From an optimization exercise on the open Yosys and OpenROAD flow, aimed at a short achievable clock period and few clock cycles; shortcuts taken in it are not production practice.
RTL that was checked went through simulation tests only; none was proved equivalent to the original.

==> inputs of run a <==
## mipsCore
module mipsCore
#(
  parameter int DATA_WIDTH = 32
) (
  input  logic                  clk,
  input  logic                  reset,
  output logic [DATA_WIDTH-1:0] pc,
  input  logic [31:0]           instr,
  output logic                  memWrite,
  output logic [DATA_WIDTH-1:0] aluOut,
  output logic [DATA_WIDTH-1:0] writeData,
  input  logic [DATA_WIDTH-1:0] readData
);
  logic [4:0]      destF;
  logic            usesRsF, usesRtF, aluSrcF, isLoadF, isStoreF, branchF, branchNeF, jumpF;
  logic [31:0]     immF, rdAF, rdBF;
  pipePkg::aluSelT aluF;
  logic [4:0]      destM;
  logic            wrM, isLoadM;
  logic [31:0]     aluOutM, writeDataM, valM;
  logic            memWriteM;
  controlDecoder u_dec (
    .instr(instr), .dest(destF), .usesRs(usesRsF), .usesRt(usesRtF), .aluSrc(aluSrcF),
    .imm(immF), .alu(aluF), .isLoad(isLoadF), .isStore(isStoreF), .branch(branchF),
    .branchNe(branchNeF), .jump(jumpF)
  ...
Settings: LEC_CHECK=0, ABC_CLOCK_PERIOD_IN_PS=2500, CAP_MARGIN=20, CORE_MARGIN=2, CORE_UTILIZATION=40, SETUP_SLACK_MARGIN=5, SLEW_MARGIN=20, TNS_END_PERCENT=100; clock period 8.0 ns.
run.sh (not shown) runs the stock make flow with config.mk's settings and CLKGATE_MAP_FILE= SYNTH_SCRIPT=/design/flow/synth_recipe.tcl, a recipe that flattens the netlist after the stock synthesis.
==> run b (differences from run a) <==
--- a/flow/design.v
+++ b/flow/design.v
@@ -110,31 +110,25 @@
 `default_nettype wire
 `timescale 1ns/1ps
 `default_nettype none
 module hazardUnit
 (
-  input  logic [4:0] rsD,
-  input  logic [4:0] rtD,
-  input  logic       usesRsD,
-  input  logic       usesRtD,
-  input  logic       branchD,
+  input  logic [4:0] rsF,
+  input  logic [4:0] rtF,
+  input  logic [4:0] destD,
+  input  logic       wrD,         
   input  logic [4:0] destE,
   input  logic       wrE,         
-  input  logic       slowE,       
-  input  logic [4:0] destM,
-  input  logic       wrM,         
   output logic       depEA,       
   output logic       depEB,
   output logic       depMA,       
-  output logic       depMB,
-  output logic       stall
+  output logic       depMB
 );
-  assign depEA = wrE && (rsD == destE);
-  assign depEB = wrE && (rtD == destE);
-  assign depMA = wrM && (rsD == destM);
-  assign depMB = wrM && (rtD == destM);
-  assign stall = branchD && slowE && (depEA != depEB);
+  assign depEA = wrD && (rsF == destD);
+  assign depEB = wrD && (rtF == destD);
+  assign depMA = wrE && (rsF == destE);
+  assign depMB = wrE && (rtF == destE);
 endmodule
 `default_nettype wire
 `timescale 1ns/1ps
 `default_nettype none
 module regFile
@@ -241,11 +235,11 @@
   assign valM = isLoadM ? readData : aluOutM;
   regFile u_rf (
     .clk(clk), .we(wrM), .ra1(instr[25:21]), .ra2(instr[20:16]), .wa(destM), .wd(valM),
     .rd1(rdAF), .rd2(rdBF)
   );
-  logic [4:0]      rsD, rtD, destD;
+  logic [4:0]      destD;
   logic            usesRsD, usesRtD, aluSrcD, isLoadD, isStoreD, branchD, branchNeD, jumpD;
   logic [31:0]     immD, regAD, regBD;
   logic [25:0]     targetD;
   pipePkg::aluSelT aluD;
   logic            stall, takenD;
@@ -267,12 +261,10 @@
       jumpD     <= jumpF;
     end
   end
   always_ff @(posedge clk) begin
     if (!stall) begin
-      rsD       <= instr[25:21];
-      rtD       <= instr[20:16];
       aluSrcD   <= aluSrcF;
       isLoadD   <= isLoadF;
       branchNeD <= branchNeF;
       immD      <= immF;
       targetD   <= instr[25:0];
@@ -284,22 +276,44 @@
       regBD     <= opBD;
     end
   end
   logic [4:0]      destE;
   logic            wrE, slowE;
-  logic            depEA, depEB, depMA, depMB;
+  logic            depEA, depEB, depMAF, depMBF;
   logic [31:0]     opAE, opBE, bAddE, aluResE, kD;
   logic            carryInE, eqE, eqD, equalD;
   pipePkg::aluSelT aluE;
   logic [31:0]     pcPlus4, branchTarget, jumpTarget;
+  logic            wrD, dEA, dEB, dMAluA, dMAluB, dMLdA, dMLdB, depEAF, depEBF;
+  assign wrD = (destD != 5'd0);
   hazardUnit u_haz (
-    .rsD(rsD), .rtD(rtD), .usesRsD(usesRsD), .usesRtD(usesRtD), .branchD(branchD),
-    .destE(destE), .wrE(wrE), .slowE(slowE), .destM(destM), .wrM(wrM),
-    .depEA(depEA), .depEB(depEB), .depMA(depMA), .depMB(depMB), .stall(stall)
+    .rsF(instr[25:21]), .rtF(instr[20:16]), .destD(destD), .wrD(wrD),
+    .destE(destE), .wrE(wrE), .depEA(depEAF), .depEB(depEBF), .depMA(depMAF),
+    .depMB(depMBF)
   );
-  assign opAD = depMA ? valM : regAD;
-  assign opBD = depMB ? valM : regBD;
+  always_ff @(posedge clk or posedge reset) begin
+    if (reset) begin
+      dEA    <= 1'b0;
+      dEB    <= 1'b0;
+      dMAluA <= 1'b0;
+      dMAluB <= 1'b0;
+      dMLdA  <= 1'b0;
+      dMLdB  <= 1'b0;
+    end else begin
+      dEA    <= depEAF && !stall;
+      dEB    <= depEBF && !stall;
+      dMAluA <= (stall ? dEA : depMAF) && !isLoadE;
+      dMAluB <= (stall ? dEB : depMBF) && !isLoadE;
+      dMLdA  <= (stall ? dEA : depMAF) && isLoadE;
+      dMLdB  <= (stall ? dEB : depMBF) && isLoadE;
+    end
+  end
+  assign depEA = dEA;
+  assign depEB = dEB;
+  assign stall = branchD && slowE && (dEA != dEB);
+  assign opAD = dMAluA ? aluOutM : dMLdA ? readData : regAD;
+  assign opBD = dMAluB ? aluOutM : dMLdB ? readData : regBD;
   assign kD = depEA ? opBD : opAD;
   branchUnit u_br (
     .a(opAE), .b(opBE), .bAdd(bAddE), .carryIn(carryInE), .alu(aluE), .k(kD), .equal(eqE)
   );
   assign eqD    = (opAD == opBD);
==> impl_metrics.toml <==
[final_layout]
design.seq.count = 1307
n_clock_buffer = 184
layout.clock.cell_area_share = 0.0532

[setup_path]
crit_path_start_kind = "register"

[outcome]
outcome = "complete, no violations"

[global_route]
use_met3 = 0.0654

[sta]
worst_pin_slew_ns = 1.05
fin_ws_ns = 3.08
[end of results for run a]
==> impl_metrics.toml <==
[final_layout]
n_clock_buffer = 177

[setup_path]
crit_path_start_kind = "input pin"

[global_route]
use_met3 = 0.0486

[outcome]
outcome = "complete, no violations"
[end of results for run b]
Testbench counts of run b, summed over its fixed seeds: cycles 146,016.
No functional check of the RTL was part of run a.

[afterwards: timing with drivers on the ports]
In the flow no input, the clock included, has a driving cell. The finished layouts below were timed again as built, in two steps. Step 1 sets driving cells, clkbuf_16 on the clock port and buf_2 on the other inputs (assumed; they add their load-dependent delay and slew). Step 2, shift: input delay + t, output delay - t, t = (earliest + latest rising clock arrival at the registers) / 2. This alone moves slack from input paths to output paths. Three values: no drivers, after step 1, after step 2; two values: the first two.
run | t, ns | setup WS [ns] | latest minus earliest clock arrival (ns) | slew at the worst register clock pin (ns) | cell pins on the clock port's net
run a | 0.890 | 3.080 / 3.080 / 2.308 | 0.040 / 0.040 | 0.07 / 0.07 | 1
run b | 0.865 | 3.098 / 3.156 / 2.291 | 0.039 / 0.039 | 0.07 / 0.07 | 1
After both steps setup and hold are still met in every run listed. For run b, which loses most, drivers alone change the setup slack by +0.058 ns; drivers and shift together by -0.807 ns.
